What follows belongs to an exercise in optimizing a design on an open flow for small area; a production flow would make more cautious choices. At most, simulation tests tie the RTL to the original design; equivalence was not proved. For run 2, only the layout was checked, not whether the RTL still works.

## design/flow/design.v

```verilog
`default_nettype none
package mlp_pkg;
    typedef logic [16-1:0] word_t;
    typedef enum logic [1:0] {
        SEG_SHR2,
        SEG_SHR3,
        SEG_SHR5,
        SEG_ONE
    } sig_seg_e;
    typedef enum logic [2-1:0] {
        REG_X1     = 2'd0,
        REG_X2_GO  = 2'd1,
        REG_STATUS = 2'd2
    } wb_reg_e;
endpackage
`default_nettype wire
`timescale 1ns/10ps
`default_nettype none
module mlp_input_layer (
    input  logic                  clk,
    input  logic                  rst,
    input  logic                  wb_cyc,
    input  logic                  wb_stb,
    input  logic                  wb_we,
    input  logic [2-1:0] wb_adr,
    input  mlp_pkg::word_t        wb_dat_i,
    output mlp_pkg::word_t        wb_dat_o,
    output logic                  wb_ack,
    output logic                  l1_valid,
    output logic [8-1:0][16-1:0] l1_y
);
    localparam logic [8-1:0] NEG_X1 = 8'hFB;
    localparam logic [8-1:0] NEG_X2 = 8'h27;
    logic [2-1:0][16-1:0] x_q;
    logic [8-1:0][16-1:0] l1_sum;
    logic [8-1:0] launch_cnt;
    logic                  launch;
    logic                  access;
    assign access = wb_cyc && wb_stb && !wb_ack;
    always_ff @(posedge clk)
    begin
        if (rst)
        begin
            wb_ack     <= 1'b0;
            wb_dat_o   <= '0;
            launch     <= 1'b0;
            launch_cnt <= '0;
            for (int i = 0; i < 2; i++)
            begin
                x_q[i] <= '0;
            end
        end
        else
        begin
            wb_ack <= access;
            launch <= 1'b0;
            if (access && wb_we)
            begin
                case (wb_adr)
                    mlp_pkg::REG_X1:
                        x_q[0] <= wb_dat_i;
                    mlp_pkg::REG_X2_GO:
                    begin
                        x_q[1]     <= wb_dat_i;
                        launch     <= 1'b1;
                        launch_cnt <= launch_cnt + 1'b1;
                    end
                    default: ;
                endcase
            end
            else if (access)
            begin
                case (wb_adr)
                    mlp_pkg::REG_X1:     wb_dat_o <= x_q[0];
                    mlp_pkg::REG_X2_GO:  wb_dat_o <= x_q[1];
                    mlp_pkg::REG_STATUS: wb_dat_o <= mlp_pkg::word_t'(launch_cnt);
                    default:             wb_dat_o <= '0;
                endcase
            end
        end
    end
    always_comb
    begin
        for (int i = 0; i < 8; i++)
        begin
            l1_sum[i] = (NEG_X1[i] ? ~x_q[0] : x_q[0])
                      + (NEG_X2[i] ? ~x_q[1] : x_q[1]);
        end
    end
    always_ff @(posedge clk)
    begin
        if (rst)
            l1_valid <= 1'b0;
        else
            l1_valid <= launch;
    end
    always_ff @(posedge clk)
    begin
        if (launch)
        begin
            for (int i = 0; i < 8; i++)
            begin
                l1_y[i] <= l1_sum[i][16-1] ? '0 : l1_sum[i];
            end
        end
    end
endmodule
`default_nettype wire
`timescale 1ns/10ps
`default_nettype none
module mlp_hidden_neuron #(
    parameter logic [8-1:0] NEG_MASK = '0
) (
    input  logic           clk,
    input  logic           rst,
    input  logic           in_valid,
    input  logic [8-1:0][16-1:0] in_y,
    output logic           out_valid,
    output mlp_pkg::word_t out_n
);
    mlp_pkg::word_t acc;
    always_comb
    begin
        acc = '0;
        for (int j = 0; j < 8; j++)
        begin
            acc = acc + (NEG_MASK[j] ? ~in_y[j] : in_y[j]);
        end
    end
    always_ff @(posedge clk)
    begin
        if (rst)
            out_valid <= 1'b0;
        else
            out_valid <= in_valid;
    end
    always_ff @(posedge clk)
    begin
        if (in_valid)
            out_n <= acc[16-1] ? '0 : acc;
    end
endmodule
`default_nettype wire
`timescale 1ns/10ps
`default_nettype none
module mlp_output_stage (
    input  logic           clk,
    input  logic           rst,
    input  logic           in_valid,
    input  logic [12-1:0][16-1:0] in_n,
    output logic           result_valid,
    output mlp_pkg::word_t sig_value,
    output logic           class_out
);
    mlp_pkg::word_t    sum;
    mlp_pkg::sig_seg_e seg;
    mlp_pkg::word_t    s_q;
    mlp_pkg::sig_seg_e seg_q;
    logic              v1_q;
    mlp_pkg::word_t    sig_next;
    always_comb
    begin
        sum = '0;
        for (int k = 0; k < 12; k++)
        begin
            sum = sum + in_n[k];
        end
    end
    always_comb
    begin
        if (sum < 16'd1024)
            seg = mlp_pkg::SEG_SHR2;
        else if (sum < 16'd2432)
            seg = mlp_pkg::SEG_SHR3;
        else if (sum < 16'd5120)
            seg = mlp_pkg::SEG_SHR5;
        else
            seg = mlp_pkg::SEG_ONE;
    end
    always_ff @(posedge clk)
    begin
        if (rst)
            v1_q <= 1'b0;
        else
            v1_q <= in_valid;
    end
    always_ff @(posedge clk)
    begin
        if (in_valid)
        begin
            s_q   <= sum;
            seg_q <= seg;
        end
    end
    always_comb
    begin
        case (seg_q)
            mlp_pkg::SEG_SHR2: sig_next = (s_q >> 2) + 16'd512;
            mlp_pkg::SEG_SHR3: sig_next = (s_q >> 3) + 16'd640;
            mlp_pkg::SEG_SHR5: sig_next = (s_q >> 5) + 16'd864;
            default:           sig_next = 16'd1024;
        endcase
    end
    always_ff @(posedge clk)
    begin
        if (rst)
        begin
            result_valid <= 1'b0;
            sig_value    <= '0;
            class_out    <= 1'b0;
        end
        else
        begin
            result_valid <= v1_q;
            if (v1_q)
            begin
                sig_value <= sig_next;
                class_out <= sig_next > 16'd512;
            end
        end
    end
endmodule
`default_nettype wire
`timescale 1ns/10ps
`default_nettype none
module mlp_top (
    input  logic                  clk,
    input  logic                  rst,
    input  logic                  wb_cyc,
    input  logic                  wb_stb,
    input  logic                  wb_we,
    input  logic [2-1:0] wb_adr,
    input  mlp_pkg::word_t        wb_dat_i,
    output mlp_pkg::word_t        wb_dat_o,
    output logic                  wb_ack,
    output logic                  result_valid,
    output mlp_pkg::word_t        sig_value,
    output logic                  class_out
);
    localparam logic [12*8-1:0] L2_MASKS = {
        8'h18, 8'h36, 8'hD0, 8'h30,
        8'h07,  8'h6D,  8'h71,  8'hD0,
        8'h0E,  8'hDA,  8'h2E,  8'h9A
    };
    logic           l1_valid;
    logic [8-1:0][16-1:0] l1_y;
    logic           l2_valid;
    logic [12-1:0][16-1:0] l2_n;
    mlp_input_layer u_input_layer (
        .clk      (clk),
        .rst      (rst),
        .wb_cyc   (wb_cyc),
        .wb_stb   (wb_stb),
        .wb_we    (wb_we),
        .wb_adr   (wb_adr),
        .wb_dat_i (wb_dat_i),
        .wb_dat_o (wb_dat_o),
        .wb_ack   (wb_ack),
        .l1_valid (l1_valid),
        .l1_y     (l1_y)
    );
    for (genvar i = 0; i < 12; i++)
    begin : g_l2
        if (i == 0)
        begin : g_lead
            mlp_hidden_neuron #(
                .NEG_MASK (L2_MASKS[i*8 +: 8])
            ) u_neuron (
                .clk       (clk),
                .rst       (rst),
                .in_valid  (l1_valid),
                .in_y      (l1_y),
                .out_valid (l2_valid),
                .out_n     (l2_n[i])
            );
        end
        else
        begin : g_rest
            mlp_hidden_neuron #(
                .NEG_MASK (L2_MASKS[i*8 +: 8])
            ) u_neuron (
                .clk       (clk),
                .rst       (rst),
                .in_valid  (l1_valid),
                .in_y      (l1_y),
                .out_valid (),
                .out_n     (l2_n[i])
            );
        end
    end
    mlp_output_stage u_output_stage (
        .clk          (clk),
        .rst          (rst),
        .in_valid     (l2_valid),
        .in_n         (l2_n),
        .result_valid (result_valid),
        .sig_value    (sig_value),
        .class_out    (class_out)
    );
endmodule
`default_nettype wire
```

## design/flow/run.sh

```bash
#!/bin/bash
# synth_recipe.tcl (not shown) runs the flow's synth.tcl, then flattens the netlist and writes it again
# the make line also repeats each setting of config.mk as NAME=value (left out here)
make -C /OpenROAD-flow-scripts/flow DESIGN_CONFIG=/design/flow/config.mk WORK_HOME=/design/flow/orfs CLKGATE_MAP_FILE= SYNTH_SCRIPT=/design/flow/synth_recipe.tcl finish
```

## design/flow/config.mk

```make
export PLATFORM = sky130hd
export DESIGN_NAME = mlp_top
export DESIGN_NICKNAME = mlp_top
export VERILOG_FILES = /design/flow/design.v
export SDC_FILE = /design/flow/constraint.sdc
export NUM_CORES = 4
export LEC_CHECK = 0
export CAP_MARGIN = 20
export CORE_MARGIN = 2
export CORE_UTILIZATION = 40
export SLEW_MARGIN = 20
```

## design/flow/constraint.sdc

```tcl
create_clock -name core_clock -period 7.0 [get_ports {clk}]
set_input_delay 1.4000 -clock core_clock [delete_from_list [all_inputs] [get_ports {clk}]]
set_output_delay 1.4000 -clock core_clock [all_outputs]
set_load 0.01 [all_outputs]
```

==> results of run 1 <==
flip-flops by register name (all words and copies together), names as in the netlist, 2 cells and up:
register and flops:
u_input_layer.x_q 32, u_input_layer.launch_cnt 8, u_output_stage.sig_value 15, g_l2.g_rest.u_neuron.out_n 150, u_input_layer.wb_dat_o 16, u_input_layer.l1_y 45, u_output_stage.seg_q 2, g_l2.g_lead.u_neuron.out_n 15
u_output_stage.s_q 14
cells by family (layout without fill, tap and decap cells):
| kind of cell | count (synthesis) | count (layout) | synth area share |
|---|---|---|---|
| AO/OA/AOI/OAI | 602 | 602 | 0.104 |
| XOR/XNOR | 342 | 342 | 0.0825 |
| adder cells (fa/ha/maj) | 862 | 862 | 0.366 |
| buffers and inverters | 826 | 937 | 0.0850 |
| flip-flops | 304 | 304 | 0.227 |
| multiplexers | 45 | 45 | 0.0126 |
| other | 1 | 2 | 0.000102 |
| AND/OR/NAND/NOR | 972 | 972 | 0.123 |
final cells by class:
type | count | area, sq um
diodes | 1 | 2.50
inverters | 744 | 2790
repair buffers | 124 | 1090
flip-flops and latches | 304 | 8360
fillers | 8923 | 51100
multi-input cells | 2824 | 25300
well taps | 1186 | 1480
clock inverters | 15 | 193
clock buffers | 54 | 1070
worst min path at each step:
stage,startpoint,end,slack [ns],cells past startpoint
after CTS,u_output_stage.sig_value[8]$_SDFFE_PP0P_,u_output_stage.sig_value[8]$_SDFFE_PP0P_,0.48,2
after global routing,u_input_layer.launch_cnt[1]$_SDFFE_PP0P_,u_input_layer.launch_cnt[1]$_SDFFE_PP0P_,0.51,2
after detailed placement,u_output_stage.sig_value[8]$_SDFFE_PP0P_,u_output_stage.sig_value[8]$_SDFFE_PP0P_,0.48,2
final,u_output_stage.sig_value[8]$_SDFFE_PP0P_,u_output_stage.sig_value[8]$_SDFFE_PP0P_,0.48,2
after floorplan,u_input_layer.launch_cnt[7]$_SDFFE_PP0P_,u_input_layer.launch_cnt[7]$_SDFFE_PP0P_,0.46,2
after global placement,u_input_layer.x_q[31]$_SDFFE_PP0P_,u_input_layer.x_q[31]$_SDFFE_PP0P_,0.47,2
tightest hold or removal path: cells and delay by family (launching register included):
family,cells,cell delay (ns)
simple gates,1,0.08
compound gates,1,0.05
flops,1,0.30
cell usage after synthesis, types with 36 or more instances:
cell type	n	area, sq um
xnor2_1	208	1820
ha_1	508	6360
o21bai_1	36	270
fa_1	354	7090
nand2_1	185	694
clkbuf_1	70	263
mux2i_1	36	360
a211oi_1	36	270
dfxtp_1	78	1560
or2_2	45	282
a21o_1	50	375
nor2_1	376	1410
nand3_1	44	220
xor2_1	131	1150
a21oi_1	225	1130
nor3_1	102	510
o21ai_0	103	515
nand2b_1	39	244
inv_1	742	2790
nor2b_1	57	357
edfxtp_1	226	6790
layer usage:
layer  vias to the layer above  wire length [um]
met5                         -                12
met4                         2              2690
met3                       129              5150
met2                       638             46300
met1                     12800             44300
li1                      13000                 -
stage by stage:
step | std cells | worst slack (ns) | utilization | hold WS [ns] | instance area [sq um]
2_1_floorplan | 3954 | 1.02 | - | 0.458 | 36700
3_3_place_gp | 5182 | 0.403 | 0.427 | 0.473 | 39000
3_5_place_dp | 5182 | 0.361 | 0.427 | 0.480 | 39000
4_1_cts | 5251 | 0.303 | 0.440 | 0.485 | 40300
5_1_grt | 5251 | -0.00717 | 0.441 | 0.511 | 40300
6_report | 5252 | 0.420 | 0.441 | 0.483 | 40300
repair_timing:
action | in CTS | in global routing
gates resized for setup | 0 | 6
endpoints found under the setup margin | 0 | 19
endpoints found under the hold margin | 0 | 0
==> results.yml, run 1 <==
cts:
  cts_setup_buffers: 0
  clock_latency_ns: 0.59
  clk_pin_slew_ns: 0.06
  clockBufferDepth: 3
  htreeDepth: 2
  cts_tree: "done"
  cts_hold_buf: 0
  ctsRootBufferMaster: "clkbuf_16"
  cts.sinks: 304
  cts_buffers: 38
setup_path:
  crit_path_top_delay_cell: "a2111oi_1"
  startpoint: "u_input_layer.l1_y[80]$_SDFFCE_PP0P_"
  cp_slowest_stage_delay_ns: 0.56
  worstPathBufferInverterCount: 4
  path_class: "reg2reg"
  crit_fanout: 9
  rr_startpoint: "u_input_layer.l1_y[80]$_SDFFCE_PP0P_"
  reg2reg_depth: 25
  end_kind: "flop"
  worst-path-stages: 25
  timing.rr.end: "g_l2[8].g_rest.u_neuron.out_n[12]$_SDFFCE_PP0P_"
  r2r_setup_slack_ns: 0.42
  arrival_ns: 6.89
  required_ns: 7.31
  path_delay_family: "compound AO/OA/AOI/OAI gates"
  start_kind: "flop"
  critPathCapture: "g_l2[8].g_rest.u_neuron.out_n[12]$_SDFFCE_PP0P_"
sta:
  fmax_ghz: 0.152
  min_period_ns: 6.58
  hold_viol_final: 0
  setup_violations: 0
  fin_skew_ns: 0.0271
  worstMarginPinSlew_ns: 0.967
  timing.final.crit_share: 0.940
  tns_ns: 0
  final_max_slew_viol_count: 0
  slew_headroom: 0.353
drt:
  drt_iter0_markers: 1790
  first_pass_iters: 7
  viasPerCell: 5.07
  route.detailed.drc: 0
  ant_nets: 0
  wirelength_um: 98400
  num_vias: 26600
  wl_per_cell_um: 18.7
run_status:
  outcome: "complete, no violations"
global_routing:
  grt-ovfl-total: 0
  track_usage: 0.210
  first_global_vias: 26700
  top_usage_layer: "met2"
  antenna_found_initial: 8
  grtUsageMet3: 0.0236
  grt_max_degree: 79
  grt_use_met1: 0.284
  grt_pass1_wl_um: 152000
  met2_usage: 0.357
die:
  die_area_sq_um: 94300
  core_region_area_sq_um: 91400
  pin_count: 58
  fp.dieH_um: 307
  start_util: 0.402
  die_w_um: 307
  rows: 111
synth:
  syn_inst: 3954
  ys.flop_type: "edfxtp_1"
  ys_warn_count: 13
  yosysSeqAreaShare: 0.227
  synthArstFlopShare: 0
  yosysUniqueCellTypes: 78
  avgSynthCellArea_sq_um: 9.29
  syn_area_sq_um: 36700
  synth-edff-count: 226
  synth-seq-cells: 304
final_layout:
  final_common_cell: "inv_1"
  drive_above_1_share: 0.0507
  layout-area-overhead-vs-synth_pct: 9.60
  final_cell_mix: "inv_1, ha_1, nor2_1"
  fin_nets: 4921
job:
  timing.max_cap.violations: 0
place:
  hpwl_um: 82800
  place_congestion: 0.941
  numPortBuffers: 56
hold_path:
  hold_class: "reg2reg"
==> run 2, diff against run 1 <==
==> design/flow/design.v (replaced) <==
`default_nettype none
package mlp_pkg;
    typedef logic [16-1:0] word_t;
    typedef enum logic [1:0] {
        SEG_SHR2,
        SEG_SHR3,
        SEG_SHR5,
        SEG_ONE
    } sig_seg_e;
    typedef enum logic [2-1:0] {
        REG_X1     = 2'd0,
        REG_X2_GO  = 2'd1,
        REG_STATUS = 2'd2
    } wb_reg_e;
endpackage
`default_nettype wire
`timescale 1ns/10ps
`default_nettype none
module mlp_top (
    input  logic                  clk,
    input  logic                  rst,
    input  logic                  wb_cyc,
    input  logic                  wb_stb,
    input  logic                  wb_we,
    input  logic [2-1:0] wb_adr,
    input  mlp_pkg::word_t        wb_dat_i,
    output mlp_pkg::word_t        wb_dat_o,
    output logic                  wb_ack,
    output logic                  result_valid,
    output mlp_pkg::word_t        sig_value,
    output logic                  class_out
);
    logic [15:0] x1, x2;
    logic [7:0]  cnt;
    logic [1:0]  adr_q;
    logic [3:0]  vld;
    logic        access, launch;
    assign access = wb_cyc && wb_stb && !wb_ack;
    assign launch = access && wb_we && (wb_adr == 2'd1);
    always_ff @(posedge clk)
    begin
        if (rst)
        begin
            wb_ack       <= 1'b0;
            x1           <= '0;
            x2           <= '0;
            cnt          <= '0;
            vld          <= '0;
            result_valid <= 1'b0;
        end
        else
        begin
            wb_ack       <= access;
            vld          <= {vld[2:0], launch};
            result_valid <= vld[3];
            if (access && wb_we && wb_adr == 2'd0)
                x1 <= wb_dat_i;
            if (launch)
            begin
                x2  <= wb_dat_i;
                cnt <= cnt + 1'b1;
            end
        end
    end
    always_ff @(posedge clk)
    begin
        if (access)
            adr_q <= wb_adr;
    end
    always_comb
    begin
        case (adr_q)
            2'd0:    wb_dat_o = x1;
            2'd1:    wb_dat_o = x2;
            2'd2:    wb_dat_o = {8'h00, cnt};
            default: wb_dat_o = '0;
        endcase
    end
    logic [15:0] a_raw, b_raw, c_raw;
    logic [14:0] a_q, b_q, c_q;
    assign a_raw = ~x1 + ~x2;
    assign b_raw =  x1 + ~x2;
    assign c_raw = ~x1 +  x2;
    always_ff @(posedge clk)
    begin
        a_q <= a_raw[15] ? '0 : a_raw[14:0];
        b_q <= b_raw[15] ? '0 : b_raw[14:0];
        c_q <= c_raw[15] ? '0 : c_raw[14:0];
    end
    logic [15:0] a, b, c;
    assign a = {1'b0, a_q};
    assign b = {1'b0, b_q};
    assign c = {1'b0, c_q};
    function automatic logic [15:0] relu(input logic [15:0] v);
        relu = v[15] ? '0 : v;
    endfunction
    logic [15:0] n [10];
    always_comb
    begin
        n[0] = relu(a + b - (c << 1) - 16'd4);
        n[1] = relu((c << 1) - a - b - 16'd4) << 1;
        n[2] = relu(a + b - (c << 2) - 16'd5);
        n[3] = relu(a - b + (c << 1) - 16'd3);
        n[4] = relu(a + (a << 1) + b - (c << 1) - 16'd3) << 1;
        n[5] = relu(b - a - 16'd4);
        n[6] = relu(16'd0 - a - b - 16'd5);
        n[7] = relu((c << 2) - a - b - 16'd3);
        n[8] = relu(a + b + (c << 1) - 16'd2);
        n[9] = relu(a + (a << 1) + b - 16'd2);
    end
    function automatic logic [31:0] csa(input logic [15:0] p, input logic [15:0] q, input logic [15:0] r);
        logic [15:0] s, k;
        s = p ^ q ^ r;
        k = (p & q) | (p & r) | (q & r);
        csa = {k[14:0], 1'b0, s};
    endfunction
    logic [31:0] l0, l1, l2, l3, l4, l5, l6, l7;
    logic [15:0] ss_d, sc_d, ss_q, sc_q;
    always_comb
    begin
        l0 = csa(n[0], n[1], n[2]);
        l1 = csa(n[3], n[4], n[5]);
        l2 = csa(n[6], n[7], n[8]);
        l3 = csa(l0[15:0], l0[31:16], l1[15:0]);
        l4 = csa(l1[31:16], l2[15:0], l2[31:16]);
        l5 = csa(l3[15:0], l3[31:16], l4[15:0]);
        l6 = csa(l4[31:16], n[9], l5[15:0]);
        l7 = csa(l5[31:16], l6[15:0], l6[31:16]);
        ss_d = l7[15:0];
        sc_d = l7[31:16];
    end
    always_ff @(posedge clk)
    begin
        ss_q <= ss_d;
        sc_q <= sc_d;
    end
    logic [15:0] s;
    logic [9:0]  e_d, e_q;
    assign s = ss_q + sc_q;
    always_comb
    begin
        if (s < 16'd1024)
            e_d = {2'b00, s[9:2]};
        else if (s < 16'd2432)
            e_d = 10'((s >> 3) + 16'd128);
        else if (s < 16'd5120)
            e_d = 10'((s >> 5) + 16'd352);
        else
            e_d = 10'd512;
    end
    always_ff @(posedge clk)
    begin
        e_q <= e_d;
    end
    assign sig_value = {5'b00000, e_q[9], ~e_q[9], e_q[8:0]};
    assign class_out = |e_q;
endmodule
`default_nettype wire
==> run 2 against run 1 <==
Compared with the run above:
- first-iteration DRC count is 58% lower
- critical path depth up 5
- worst hold slack got worse by 0.032 ns
- the layout now fails its checks (negative setup slack)
- area after synthesis down 47%
- sequential share of layout area down 9.8 points
- via count decreased by 39%
==> results.yml, run 2 <==
setup_path:
  crit_top_cell: "fa_1"
  path_class: "reg2reg"
  crit_path_top_delay_cell: "fa_1"
  end_kind: "flop"
  cp_slowest_stage_delay_ns: 0.55
  r2r_setup_slack_ns: -0.07
  arrival_ns: 7.42
  crit_fanout: 6
  start_kind: "flop"
  required_ns: 7.35
global_routing:
  antenna_found_initial: 0
  first_global_vias: 16900
  grt_pass1_wl_um: 86300
  track_usage: 0.218
  grt-ovfl-total: 0
  grt_max_degree: 33
cts:
  htreeDepth: 4
  cts_tree: "done"
  cts.sinks: 131
  cts_hold_buf: 0
  ctsRootBufferMaster: "clkbuf_16"
  cts_buffers: 17
  clockBufferDepth: 2
  clock_latency_ns: 0.47
  clk_pin_slew_ns: 0.07
final_layout:
  largestRegisters: "x1 (16), x2 (16)"
  antenna_cells: 0
  finish.instance_area_sq_um: 24200
  final_cell_mix: "inv_1, ha_1, buf_4"
  fin_nets: 3071
  drive_above_1_share: 0.177
  layout-area-overhead-vs-synth_pct: 23.2
  final_common_cell: "inv_1"
drt:
  ant_nets: 0
  drt_iter0_markers: 746
  first_pass_iters: 7
  wl_per_cell_um: 16.7
  num_vias: 16300
  wirelength_um: 54100
  route.detailed.drc: 0
  viasPerCell: 5.04
sta:
  hold_viol_final: 0
  min_period_ns: 7.07
  setup_slack_ns: -0.0701
  final_max_slew_viol_count: 0
  rsz0062_at_grt: "true"
  fmax_ghz: 0.141
  fin_skew_ns: 0.0225
  slew_headroom: 0.330
  finalHoldWorstSlack_ns: 0.451
  setup_violations: 7
  timing.final.crit_share: 1.01
  worstMarginPinSlew_ns: 1.00
place:
  numPortBuffers: 52
  hpwl_um: 45400
  dpl_cell_area_sq_um: 22400
  place_congestion: 0.948
synth:
  synthTopCellsByArea: "ha_1, fa_1, dfxtp_1, inv_1, xnor2_1"
  yosysSeqAreaShare: 0.135
  netlist.area_leader.share: 0.200
  syn_area_sq_um: 19600
  yosys-top-cells-count: "inv_1, ha_1, nand2_1"
  avgSynthCellArea_sq_um: 8.56
  ys_warn_count: 2
  syn_inst: 2296
  ys.flop_type: "dfxtp_1"
  yosysMostFrequentCell: "inv_1"
  yosysUniqueCellTypes: 79
  synth-seq-cells: 131
  yosysTopAreaCell: "ha_1"
  synth-edff-count: 2
  synthArstFlopShare: 0
run_status:
  check.faults: "negative setup slack"
  outcome: "failed layout checks"
die:
  start_util: 0.403
  core_region_area_sq_um: 48700
  die_area_sq_um: 50900
  pin_count: 58
  die_w_um: 226
  rows: 81
  fp.dieH_um: 226
hold_path:
  hold_class: "reg2reg"
job:
  timing.max_cap.violations: 0
run 2: path summary, 6_finish.rpt:
kind | end | depth (start not counted) | startpoint
setup / recovery | ss_q[15]$_DFF_P_ | 30 | a_q[1]$_SDFF_PP0_
hold / removal | vld[2]$_SDFF_PP0_ | 1 | vld[1]$_SDFF_PP0_
setup reg to reg | ss_q[15]$_DFF_P_ | 30 | a_q[1]$_SDFF_PP0_
hold reg to reg | vld[2]$_SDFF_PP0_ | 1 | vld[1]$_SDFF_PP0_
run 2: worst max-delay path: cells and delay by family, from the launching register on:
family,cells,cell delay (ns)
compound gates,8,1.53
xor+xnor,6,1.21
simple gates,5,0.50
fa+ha+maj,7,2.98
buf+inv,4,0.37
flops,1,0.33
run 2: timing repair:
action                                  in CTS  in global routing
pin swaps                                   42                 58
gates cloned                                 3                  0
endpoints found under the setup margin      28                 28
endpoints found under the hold margin        0                  0
buffers inserted                            15                  8
gates resized for setup                     88                125
run 2: per-layer routing:
metal | vias to the layer above | global-route usage | share of wire
li1 | 8043 | - | -
met1 | 7887 | 0.273 | 0.45
met2 | 299 | 0.393 | 0.50
met3 | 55 | 0.0286 | 0.032
met4 | 0 | 0.0538 | 0.019
met5 | - | 0 | 0
run 2: logic make-up (layout without fill, tap and decap cells):
group | after synthesis | in the layout | share of synthesized area
xor gates and xnor gates | 212 | 212 | 0.0989
buffers and inverters | 406 | 671 | 0.0794
AOI/OAI and AO/OA | 397 | 397 | 0.134
DFF | 131 | 131 | 0.135
adders and majority gates | 495 | 495 | 0.384
muxes | 38 | 38 | 0.0195
and+or+nand+nor | 616 | 616 | 0.150
other | 1 | 6 | 0.000191
run 2: final cells by class:
| type | count | area, sq um |
|---|---|---|
| fillers | 4572 | 24500 |
| multi-input cells | 1764 | 16500 |
| flip-flops and latches | 131 | 2650 |
| repair buffers | 281 | 2350 |
| inverters | 358 | 1350 |
| well taps | 664 | 831 |
| clock buffers | 20 | 467 |
| clock inverters | 12 | 95.1 |
run 2: through the flow:
stage	instances	worst slack [ns]	setup TNS, ns	util
2_1_floorplan	2301	0.000995	0	-
3_3_place_gp	3176	-0.248	-4.37	0.459
3_5_place_dp	3177	-0.405	-8.02	0.459
4_1_cts	3225	-0.0252	-0.0781	0.483
5_1_grt	3230	-0.296	-5.12	0.497
6_report	3230	-0.0701	-0.287	0.497

separate check: timing with driven ports:
How much do the figures lean on ideal ports? The routed layouts below were timed once more, with nothing changed but the port constraints. Step 1 sets driving cells, clkbuf_16 on the clock port and buf_2 on the other inputs (assumed; they add their load-dependent delay and slew). Step 2 times the ports against the registers' clock, not the clock port: input delays grow and output delays shrink by t, the midpoint of the rising clock arrivals with the driver on. a / b / c = ideal ports / drivers / drivers and shift; a / b = the first two.
run	t (ns)	setup WS [ns]	worst setup path after step 2	clock arrival spread, ns	pins driven straight from the clock port
run 1	0.649	0.420 / 0.420 / 0.420	register to register	0.031 / 0.031	1
run 2	0.518	-0.070 / -0.070 / -0.070	register to register	0.023 / 0.022	1
